Context: an optimization exercise on an open-source flow, tuned for small area, a short achievable clock period and few clock cycles per item. The choices shown serve that exercise and are no tape-out recipe. Only simulation tests tie the RTL to the original design; equivalence was not proved.

// rotation_matrix_to_quaternion
module rotation_matrix_to_quaternion (
    input  wire logic                         i_clk,
    input  wire logic                         i_rst_n,
    input  wire logic                         i_valid,
    output logic                              o_stall,
    input  wire logic signed [rmq_pkg::DW-1:0] i_m00,
    input  wire logic signed [rmq_pkg::DW-1:0] i_m01,
    input  wire logic signed [rmq_pkg::DW-1:0] i_m02,
    input  wire logic signed [rmq_pkg::DW-1:0] i_m10,
    input  wire logic signed [rmq_pkg::DW-1:0] i_m11,
    input  wire logic signed [rmq_pkg::DW-1:0] i_m12,
    input  wire logic signed [rmq_pkg::DW-1:0] i_m20,
    input  wire logic signed [rmq_pkg::DW-1:0] i_m21,
    input  wire logic signed [rmq_pkg::DW-1:0] i_m22,
    output logic                              o_valid,
    input  wire logic                         i_stall,
    output logic signed [rmq_pkg::DW-1:0]     o_quat_w,
    output logic signed [rmq_pkg::DW-1:0]     o_quat_x,
    output logic signed [rmq_pkg::DW-1:0]     o_quat_y,
    output logic signed [rmq_pkg::DW-1:0]     o_quat_z,
    output logic [1:0]                        o_branch_used,
    output logic                              o_div_fault
);
Size: about 1500 flip-flops, about 220 I/O pins.
Settings: LEC_CHECK=0, ABC_AREA=1, CAP_MARGIN=20, CORE_MARGIN=2, CORE_UTILIZATION=48, SETUP_SLACK_MARGIN=3.0, SLEW_MARGIN=20, TNS_END_PERCENT=10; clock period 7.5 ns.
run.sh (not shown) runs the stock make flow with config.mk's settings and CLKGATE_MAP_FILE= SYNTH_SCRIPT=/design/flow/synth_recipe.tcl, a recipe that flattens the netlist after the stock synthesis.
The baseline produced a clean layout.
Testbench counts at the start, summed over its fixed seeds: cycles 4,136, items 4,000.
Next try:
- ABC_CLOCK_PERIOD_IN_PS: not set -> 4500
- CORE_UTILIZATION: 48 -> 40
- SETUP_SLACK_MARGIN: 3.0 -> 2.5
- TNS_END_PERCENT: 10 -> not set
Cell count increases slightly.
Worst hold slack improves by 0.0063 ns.
Die area increases by about a fifth.
Next try:
- ABC_CLOCK_PERIOD_IN_PS: 4500 -> not set
- CTS_BUF_LIST: not set -> sky130_fd_sc_hd__clkbuf_4 sky130_fd_sc_hd__clkbuf_8
- SETUP_SLACK_MARGIN: 2.5 -> 3.0
- TNS_END_PERCENT: not set -> 10
Cell area increases by 3.2%. Synthesized cell count is unchanged. Critical path depth rises by 1. Via count rises by 2.9%.
Next try:
- CORE_UTILIZATION: 40 -> 55
- CTS_BUF_LIST: sky130_fd_sc_hd__clkbuf_4 sky130_fd_sc_hd__clkbuf_8 -> sky130_fd_sc_hd__clkbuf_8
- SETUP_SLACK_MARGIN: 3.0 -> 3.5
- TNS_END_PERCENT: 10 -> not set
Global-route usage came out higher by 13 points.
Die area came out lower by about 27%.
Flip-flop and latch count is unchanged.
Routed wire length came out higher by about 25%.
First-iteration DRC count came out higher by about 50%.
Synthesized cell count is unchanged.
Utilization came out higher by 26 points.
Worst setup slack gets worse by 0.095 ns.
Next try:
- CORE_UTILIZATION: 55 -> 40
- CTS_BUF_LIST: sky130_fd_sc_hd__clkbuf_8 -> not set
- SETUP_SLACK_MARGIN: 3.5 -> 3.0
- TNS_END_PERCENT: not set -> 10
Effect: Final area falls by roughly a tenth. Hold slack gains 0.053 ns. Utilization decreases by 26 points. Clock skew stays flat. Maximum frequency increases slightly.
Next try:
- ABC_CLOCK_PERIOD_IN_PS: not set -> 4000
- SETUP_SLACK_MARGIN: 3.0 -> 2.8
Result: Critical path depth increases by 18. Global-route usage decreases by 0.21 points. First-iteration DRC count rises by 1.2%. Die area stays the same. Count of clock-buffer cells in the layout does not change. Cell area falls by 2.1%.

* * *

## red
rotation_matrix_to_quaternion again, from the RTL that the note above started with.
## rotation_matrix_to_quaternion
module rotation_matrix_to_quaternion (
    input  wire logic                         i_clk,
    input  wire logic                         i_rst_n,
    input  wire logic                         i_valid,
    output logic                              o_stall,
    input  wire logic signed [rmq_pkg::DW-1:0] i_m00,
    input  wire logic signed [rmq_pkg::DW-1:0] i_m01,
    input  wire logic signed [rmq_pkg::DW-1:0] i_m02,
    input  wire logic signed [rmq_pkg::DW-1:0] i_m10,
    input  wire logic signed [rmq_pkg::DW-1:0] i_m11,
    input  wire logic signed [rmq_pkg::DW-1:0] i_m12,
    input  wire logic signed [rmq_pkg::DW-1:0] i_m20,
    input  wire logic signed [rmq_pkg::DW-1:0] i_m21,
    input  wire logic signed [rmq_pkg::DW-1:0] i_m22,
    output logic                              o_valid,
    input  wire logic                         i_stall,
    output logic signed [rmq_pkg::DW-1:0]     o_quat_w,
    output logic signed [rmq_pkg::DW-1:0]     o_quat_x,
    output logic signed [rmq_pkg::DW-1:0]     o_quat_y,
    output logic signed [rmq_pkg::DW-1:0]     o_quat_z,
    output logic [1:0]                        o_branch_used,
    output logic                              o_div_fault
);
clock: 7.5 ns
lec_check: 0
abc_area: 1
cap_margin: 20
core_margin: 2
core_utilization: 40
setup_slack_margin: 3.6
slew_margin: 20
tns_end_percent: 5
Testbench counts of red, summed over its fixed seeds: cycles 4,136, items 4,000.
Setup changes, red to orange
--- a/flow/config.mk
+++ b/flow/config.mk
@@ -12 +12,2 @@
-export SETUP_SLACK_MARGIN = 3.6
+export CTS_BUF_LIST = sky130_fd_sc_hd__clkbuf_8
+export SETUP_SLACK_MARGIN = 3.0
@@ -14 +15 @@
-export TNS_END_PERCENT = 5
+export TNS_END_PERCENT = 10
## What came out
No run among orange and red stopped early or left any final violation; all are clean. Looking at topmost layer with routed signal wires, the met5 result is from orange; the met4 one comes from red. Min number of antenna violations at the first check in global routing across orange and red: red. The category of the critical setup timing path comes out input pin to output pin in one run and flip-flop to flip-flop in the other, namely in orange and red respectively. When orange is set beside red, its setup slack turns out to be 0.20 ns smaller. Summary of orange over red: headroom to the max-slew limit decreased 0.67 points; slew at the pin with the worst max-slew slack shows an increase of 0.010 ns. Slowest cell on the critical path = edfxtp_1: red; slowest cell on the critical path = clkdlybuf4s50_1: orange.

-- what the ideal ports hide --
The flow's constraints put no driver on any port. The routed layouts listed below were extracted and timed again, unchanged, in two steps.
Step 1 assumes that a clkbuf_16 drives the clock port and a buf_2 every other input.
Step 2, shift: input delay + t, output delay - t, t = (earliest + latest rising clock arrival at the registers) / 2. This alone moves slack from input paths to output paths.
a / b / c = no drivers / after step 1 / after step 2; a / b = the first two.
run | t (ns) | setup slack, ns | cell pins on the clock port's net
the first run of note 1 | 0.908 | 2.937 / 2.911 / 2.201 | 1
the second run of note 1 | 0.927 | 2.665 / 2.665 / 2.161 | 1
the third run of note 1 | 1.044 | 2.982 / 2.960 / 2.191 | 1
the fourth run of note 1 | 1.097 | 2.887 / 2.887 / 2.581 | 1
the fifth run of note 1 | 0.930 | 2.921 / 2.890 / 2.271 | 1
the sixth run of note 1 | 0.927 | 2.767 / 2.767 / 2.163 | 1
red | 0.938 | 3.197 / 3.197 / 2.493 | 1
orange | 1.044 | 2.994 / 2.962 / 2.184 | 1
After both steps setup and hold are still met in every run listed. The setup slack of orange, which loses most, moves by -0.032 ns with the drivers and by -0.810 ns with both steps.
